From an optimization exercise on the open Yosys and OpenROAD flow, aimed at small area and a short achievable clock period; shortcuts taken in it are not production practice.
The RTL was checked by simulation tests, not by an equivalence proof against the original design.

## run K
## wallaceMulTop
module wallaceMulTop (
	input  logic        clk,
	input  logic        arstN,
	input  logic        reqValid,
	input  logic [15:0] reqOpA,
	input  logic [15:0] reqOpB,
	output logic        respValid,
	output logic [31:0] respProduct
);
For scale: about 880 cells after synthesis, about 150 flip-flops, ~9700 sq um of cells after synthesis.
make LEC_CHECK=0 ABC_CLOCK_PERIOD_IN_PS=2500 CAP_MARGIN=20 CORE_MARGIN=2 CORE_UTILIZATION=60 SLEW_MARGIN=20 SYNTH_HIERARCHICAL=1 finish   # period 4.3 ns
run.sh (not shown) runs the stock make flow with config.mk's settings and CLKGATE_MAP_FILE= SYNTH_SCRIPT=/design/flow/synth_recipe.tcl, a recipe that flattens the netlist after the stock synthesis.
Input changes introduced in run H (baseline for comparison: run K):
==> flow/flow/run.sh (new file) <==
#!/bin/bash
# The standard layout (standard.sh, unchanged synthesis) with two changes:
# the port buffers are plain buf_2 cells instead of the delay buffers that
# buffer_ports picks by default, and the clock tree is built from clkbuf_4 and
# clkbuf_8 cells without dummy loads.
set -euo pipefail
export BUFFER_PORTS_ARGS="-buffer_cell sky130_fd_sc_hd__buf_2"
export CTS_ARGS="-sink_clustering_enable -repair_clock_nets -buf_list {sky130_fd_sc_hd__clkbuf_4 sky130_fd_sc_hd__clkbuf_8} -dont_use_dummy_load"
bash standard.sh > standard.log 2>&1
==> flow/standard.sh (new file) <==
#!/bin/bash
# synth_recipe.tcl (not shown) runs the flow's synth.tcl, then flattens the netlist and writes it again
# the make line also repeats each setting of config.mk as NAME=value (left out here)
make -C /OpenROAD-flow-scripts/flow DESIGN_CONFIG=/design/flow/config.mk WORK_HOME=/design/flow/orfs CLKGATE_MAP_FILE= SYNTH_SCRIPT=/design/flow/synth_recipe.tcl "${@:-finish}"
diff --git a/flow/config.mk b/flow/config.mk
--- a/flow/config.mk
+++ b/flow/config.mk
@@ -10,4 +10,5 @@
 export CORE_MARGIN = 2
 export CORE_UTILIZATION = 60
+export SETUP_SLACK_MARGIN = 1.5
 export SLEW_MARGIN = 20
 export SYNTH_HIERARCHICAL = 1
removed: flow/run.sh
==> comparison <==
No run among run H and run K stopped early or left any final violation; all are clean. When run H is set beside run K, its final routed wire length divided by cell count turns out to be about 0.7% larger. Fmax ended up 11% higher on run H than on run K. Between run K and run H, sequential share of layout area increased. Diff run K -> run H | layout net count | increase of 11. Run K reports its master of the slowest instance on the critical path as sky130_fd_sc_hd__a211oi_1 while run H reports sky130_fd_sc_hd__fa_1. Relative to run K, first-iteration DRC count has increased by 111 in run H. A end point of the critical path of respProduct[29] is what run H shows, while respProduct[28] belongs to run K. Critical path data required time ends up higher on run K. Number of gates resized after cts, run H and run K: larger value in run H. Summary of run H over run K: total of clock buffers placed in the layout flat, final cell count without fillers down 4, post-route minimum period down 0.31 ns, via count down about 0.8%.

========
wallaceMulTop again, from the RTL that the note above started with.
clock: 4.3 ns
lec_check: 0
abc_clock_period_in_ps: 2500
cap_margin: 20
core_margin: 2
core_utilization: 60
setup_slack_margin: 1.9
slew_margin: 20
synth_hierarchical: 1
standard.sh (not shown) runs the stock make flow with config.mk's settings and CLKGATE_MAP_FILE= SYNTH_SCRIPT=/design/flow/synth_recipe.tcl, a recipe that flattens the netlist after the stock synthesis.
==> flow/flow/run.sh <==
#!/bin/bash
# The standard layout (standard.sh, unchanged synthesis) with two changes:
# the port buffers are plain buf_2 cells instead of the delay buffers that
# buffer_ports picks by default, and the clock tree is built from clkbuf_4 and
# clkbuf_8 cells without dummy loads.
set -euo pipefail
export BUFFER_PORTS_ARGS="-buffer_cell sky130_fd_sc_hd__buf_2"
export CTS_ARGS="-sink_clustering_enable -repair_clock_nets -buf_list {sky130_fd_sc_hd__clkbuf_4 sky130_fd_sc_hd__clkbuf_8} -dont_use_dummy_load"
bash standard.sh > standard.log 2>&1
==> next run, changes <==
==> flow/run.sh (new file) <==
#!/bin/bash
# synth_recipe.tcl (not shown) runs the flow's synth.tcl, then flattens the netlist and writes it again
# the make line also repeats each setting of config.mk as NAME=value (left out here)
make -C /OpenROAD-flow-scripts/flow DESIGN_CONFIG=/design/flow/config.mk WORK_HOME=/design/flow/orfs CLKGATE_MAP_FILE= SYNTH_SCRIPT=/design/flow/synth_recipe.tcl finish
--- a/flow/config.mk
+++ b/flow/config.mk
@@ -11,3 +11,3 @@
 export CORE_UTILIZATION = 60
-export SETUP_SLACK_MARGIN = 1.9
+export SETUP_SLACK_MARGIN = 1.5
 export SLEW_MARGIN = 20
removed: flow/flow/run.sh
removed: flow/standard.sh
Effect:
- The new run completed with no timing, DRC or antenna violations
- cell area shrinks by 9.9%
- worst hold slack is better by 160 ps
- area after synthesis stays the same

========
## the baseline
Another version of the RTL of wallaceMulTop (not shown whole).
Size in the first run: about 210 flip-flops, roughly 68 I/O pins, roughly 0.011 mm^2 of cells after synthesis.
export LEC_CHECK = 0
export ABC_CLOCK_PERIOD_IN_PS = 2500
export CAP_MARGIN = 20
export CORE_MARGIN = 2
export CORE_UTILIZATION = 60
export SETUP_SLACK_MARGIN = 2.1
export SLEW_MARGIN = 20
export SYNTH_HIERARCHICAL = 1
create_clock -name core_clock -period 4.3 [get_ports {clk}]
==> flow/flow/run.sh <==
#!/bin/bash
# The standard layout (standard.sh, unchanged synthesis) with two changes:
# the port buffers are plain buf_2 cells instead of the delay buffers that
# buffer_ports picks by default, and the clock tree is built from clkbuf_8 cells without dummy loads.
set -euo pipefail
export BUFFER_PORTS_ARGS="-buffer_cell sky130_fd_sc_hd__buf_2"
export CTS_ARGS="-sink_clustering_enable -repair_clock_nets -buf_list sky130_fd_sc_hd__clkbuf_4 -dont_use_dummy_load -sink_clustering_size 10 -sink_clustering_max_diameter 60"
bash standard.sh > standard.log 2>&1
The following lists how the candidate was set up differently from the baseline:
--- a/flow/flow/run.sh
+++ b/flow/flow/run.sh
@@ -7 +7 @@
-export CTS_ARGS="-sink_clustering_enable -repair_clock_nets -buf_list sky130_fd_sc_hd__clkbuf_4 -dont_use_dummy_load -sink_clustering_size 10 -sink_clustering_max_diameter 60"
+export CTS_ARGS="-sink_clustering_enable -repair_clock_nets -buf_list sky130_fd_sc_hd__clkbuf_8 -dont_use_dummy_load -sink_clustering_size 14 -sink_clustering_max_diameter 100"
--- a/flow/config.mk
+++ b/flow/config.mk
@@ -11 +11 @@
-export CORE_UTILIZATION = 60
+export CORE_UTILIZATION = 70
Notes after the runs:
Going from the baseline to the candidate, count of clock-buffer cells in the layout shrank by 7; average vias per placed instance grew by 0.22.
Compared with the baseline, in the candidate number of non-filler instances in the completed layout went down.
The candidate vs the baseline: setup slack of the most critical reg-to-reg path down
The candidate vs. the baseline: setup slack after layout went down 0.068 ns, hold buffer count at CTS went down 1, overall routed net length went up 0.39%.
Area enclosed by the die boundary in the candidate vs the baseline: down 14%
Of the two values seen for worst min-delay path category, register to register was produced by the baseline and input port to asynchronous set/reset pin by the candidate.

========
== run A ==
wallaceMulTop again, from the RTL that the note above started with.
export LEC_CHECK = 0
export ABC_CLOCK_PERIOD_IN_PS = 2500
export CAP_MARGIN = 20
export CORE_MARGIN = 2
export CORE_UTILIZATION = 60
export SETUP_SLACK_MARGIN = 2.2
export SLEW_MARGIN = 20
export SYNTH_HIERARCHICAL = 1
create_clock -name core_clock -period 4.3 [get_ports {clk}]
==> flow/flow/run.sh <==
#!/bin/bash
# The standard layout (standard.sh, unchanged synthesis) with two changes:
# the port buffers are plain buf_2 cells instead of the delay buffers that
# buffer_ports picks by default, and the clock tree is built from clkbuf_8 cells without dummy loads.
set -euo pipefail
export BUFFER_PORTS_ARGS="-buffer_cell sky130_fd_sc_hd__buf_2"
export CTS_ARGS="-sink_clustering_enable -repair_clock_nets -buf_list sky130_fd_sc_hd__clkbuf_8 -dont_use_dummy_load -sink_clustering_size 14 -sink_clustering_max_diameter 100"
bash standard.sh > standard.log 2>&1
Run A finished every stage and its layout cleared the timing, DRC and antenna checks.
The following lists how run B was set up differently from run A:
# run A
export LEC_CHECK = 0
export ABC_CLOCK_PERIOD_IN_PS = 2500
export CAP_MARGIN = 20
export CORE_MARGIN = 2
export CORE_UTILIZATION = 60
export SETUP_SLACK_MARGIN = 2.2
export SLEW_MARGIN = 20
export SYNTH_HIERARCHICAL = 1
create_clock -name core_clock -period 4.3 [get_ports {clk}]
# run B
export LEC_CHECK = 0
export ABC_CLOCK_PERIOD_IN_PS = 2500
export CAP_MARGIN = 20
export CORE_MARGIN = 2
export CORE_UTILIZATION = 60
export SETUP_SLACK_MARGIN = 2.1
export SLEW_MARGIN = 20
export SYNTH_HIERARCHICAL = 1
create_clock -name core_clock -period 4.3 [get_ports {clk}]
### Flow results
Compare run A and run B | setup slack of the critical path after layout higher: run B. Going from run A to run B, number of max-cap violations held steady; via count grew by 56. In summary, run B completed successfully, with a layout that passed the timing, DRC and antenna checks. Compared with run A, in run B global-route met3 utilization moved down, wire length of the first global-routing pass increased about 0.75%, routed length on met2 higher.
### run B -> run C
diff --git a/flow/flow/run.sh b/flow/flow/run.sh
--- a/flow/flow/run.sh
+++ b/flow/flow/run.sh
@@ -6,3 +6,3 @@
 export BUFFER_PORTS_ARGS="-buffer_cell sky130_fd_sc_hd__buf_2"
-export CTS_ARGS="-sink_clustering_enable -repair_clock_nets -buf_list sky130_fd_sc_hd__clkbuf_8 -dont_use_dummy_load -sink_clustering_size 14 -sink_clustering_max_diameter 100"
+export CTS_ARGS="-sink_clustering_enable -repair_clock_nets -buf_list sky130_fd_sc_hd__clkbuf_4 -dont_use_dummy_load -sink_clustering_size 8 -sink_clustering_max_diameter 50"
 bash standard.sh > standard.log 2>&1
Notes after the runs:
[compare] base=run B new=run C: worst setup slack after layout +5.3 ps, sequential cell area share closely matched the old numbers.
Changes observed in run C relative to run B: data arrival time at the worst-slack endpoint climbed 70 ps, fraction of registers with async set/reset roughly the same.
> inputs changed (run C -> run D)
# run C
export LEC_CHECK = 0
export ABC_CLOCK_PERIOD_IN_PS = 2500
export CAP_MARGIN = 20
export CORE_MARGIN = 2
export CORE_UTILIZATION = 60
export SETUP_SLACK_MARGIN = 2.1
export SLEW_MARGIN = 20
export SYNTH_HIERARCHICAL = 1
create_clock -name core_clock -period 4.3 [get_ports {clk}]
# run D
export LEC_CHECK = 0
export ABC_CLOCK_PERIOD_IN_PS = 1800
export CAP_MARGIN = 20
export CORE_MARGIN = 2
export CORE_UTILIZATION = 60
export SETUP_SLACK_MARGIN = 2.1
export SLEW_MARGIN = 20
export SYNTH_HIERARCHICAL = 1
create_clock -name core_clock -period 4.3 [get_ports {clk}]
diff --git a/flow/flow/run.sh b/flow/flow/run.sh
--- a/flow/flow/run.sh
+++ b/flow/flow/run.sh
@@ -6,3 +6,3 @@
 export BUFFER_PORTS_ARGS="-buffer_cell sky130_fd_sc_hd__buf_2"
-export CTS_ARGS="-sink_clustering_enable -repair_clock_nets -buf_list sky130_fd_sc_hd__clkbuf_4 -dont_use_dummy_load -sink_clustering_size 8 -sink_clustering_max_diameter 50"
+export CTS_ARGS="-sink_clustering_enable -repair_clock_nets -buf_list sky130_fd_sc_hd__clkbuf_8 -dont_use_dummy_load -sink_clustering_size 14 -sink_clustering_max_diameter 100"
 bash standard.sh > standard.log 2>&1
Findings:
- Minimum period implied by the final worst setup slack deteriorates in run D relative to run C.
- Summary — total number of nets in the final design, run D relative to run C: lower, by 19.
- Comparing run C with run D, the proportion of cell area occupied by multi-input gates came out essentially unchanged.
- Run D vs run C, via count went down by 1.6%.
> inputs changed (run D -> run E)
# run D
export LEC_CHECK = 0
export ABC_CLOCK_PERIOD_IN_PS = 1800
export CAP_MARGIN = 20
export CORE_MARGIN = 2
export CORE_UTILIZATION = 60
export SETUP_SLACK_MARGIN = 2.1
export SLEW_MARGIN = 20
export SYNTH_HIERARCHICAL = 1
create_clock -name core_clock -period 4.3 [get_ports {clk}]
# run E
export LEC_CHECK = 0
export ABC_CLOCK_PERIOD_IN_PS = 2500
export CAP_MARGIN = 20
export CORE_MARGIN = 2
export CORE_UTILIZATION = 60
export SETUP_SLACK_MARGIN = 2.0
export SLEW_MARGIN = 20
export SYNTH_HIERARCHICAL = 1
create_clock -name core_clock -period 4.3 [get_ports {clk}]
==> comparison <==
| worst hold slack | lower: run E |
Summary of the comparison: highest fanout seen on the critical path is higher in run E, relative to run D.
As far as sequential-to-total area share from yosys stat goes, run D and run E are indistinguishable; the numbers are identical.

## re-timing with driven ports
In the flow no input, the clock included, has a driving cell. The finished layouts below were timed again as built, in two steps. Step 1 assumes that a clkbuf_16 drives the clock port and a buf_2 every other input. Step 2 also shifts input and output timing later by t, the mid clock arrival at the registers, as if the neighbouring blocks saw the same clock. Slacks: no drivers / after step 1 / after step 2; pairs: no drivers / after step 1.
run	t (ns)	setup WS [ns]	clock arrival spread, ns	cell pins on the clock port's net
run K	0.462	1.172 / 1.172 / 1.172	0.010 / 0.011	1
run H	0.477	1.479 / 1.479 / 1.479	0.033 / 0.033	1
the first run of note 2	0.486	1.532 / 1.532 / 1.532	0.039 / 0.039	1
the second run of note 2	0.470	1.494 / 1.494 / 1.494	0.016 / 0.017	1
the baseline	0.662	2.058 / 2.058 / 1.557	0.095 / 0.096	1
the candidate	0.547	1.990 / 1.990 / 1.614	0.020 / 0.020	1
run A	0.548	1.951 / 1.951 / 1.690	0.022 / 0.022	1
run B	0.540	2.054 / 2.054 / 1.651	0.039 / 0.038	1
run C	0.629	2.059 / 2.059 / 1.542	0.059 / 0.058	1
run D	0.540	2.054 / 2.054 / 1.651	0.039 / 0.038	1
run E	0.554	2.009 / 2.009 / 1.530	0.023 / 0.022	1
After both steps every run listed still meets setup and hold. For run C, which loses most, drivers alone change the setup slack by 0.000 ns; drivers and shift together by -0.517 ns.
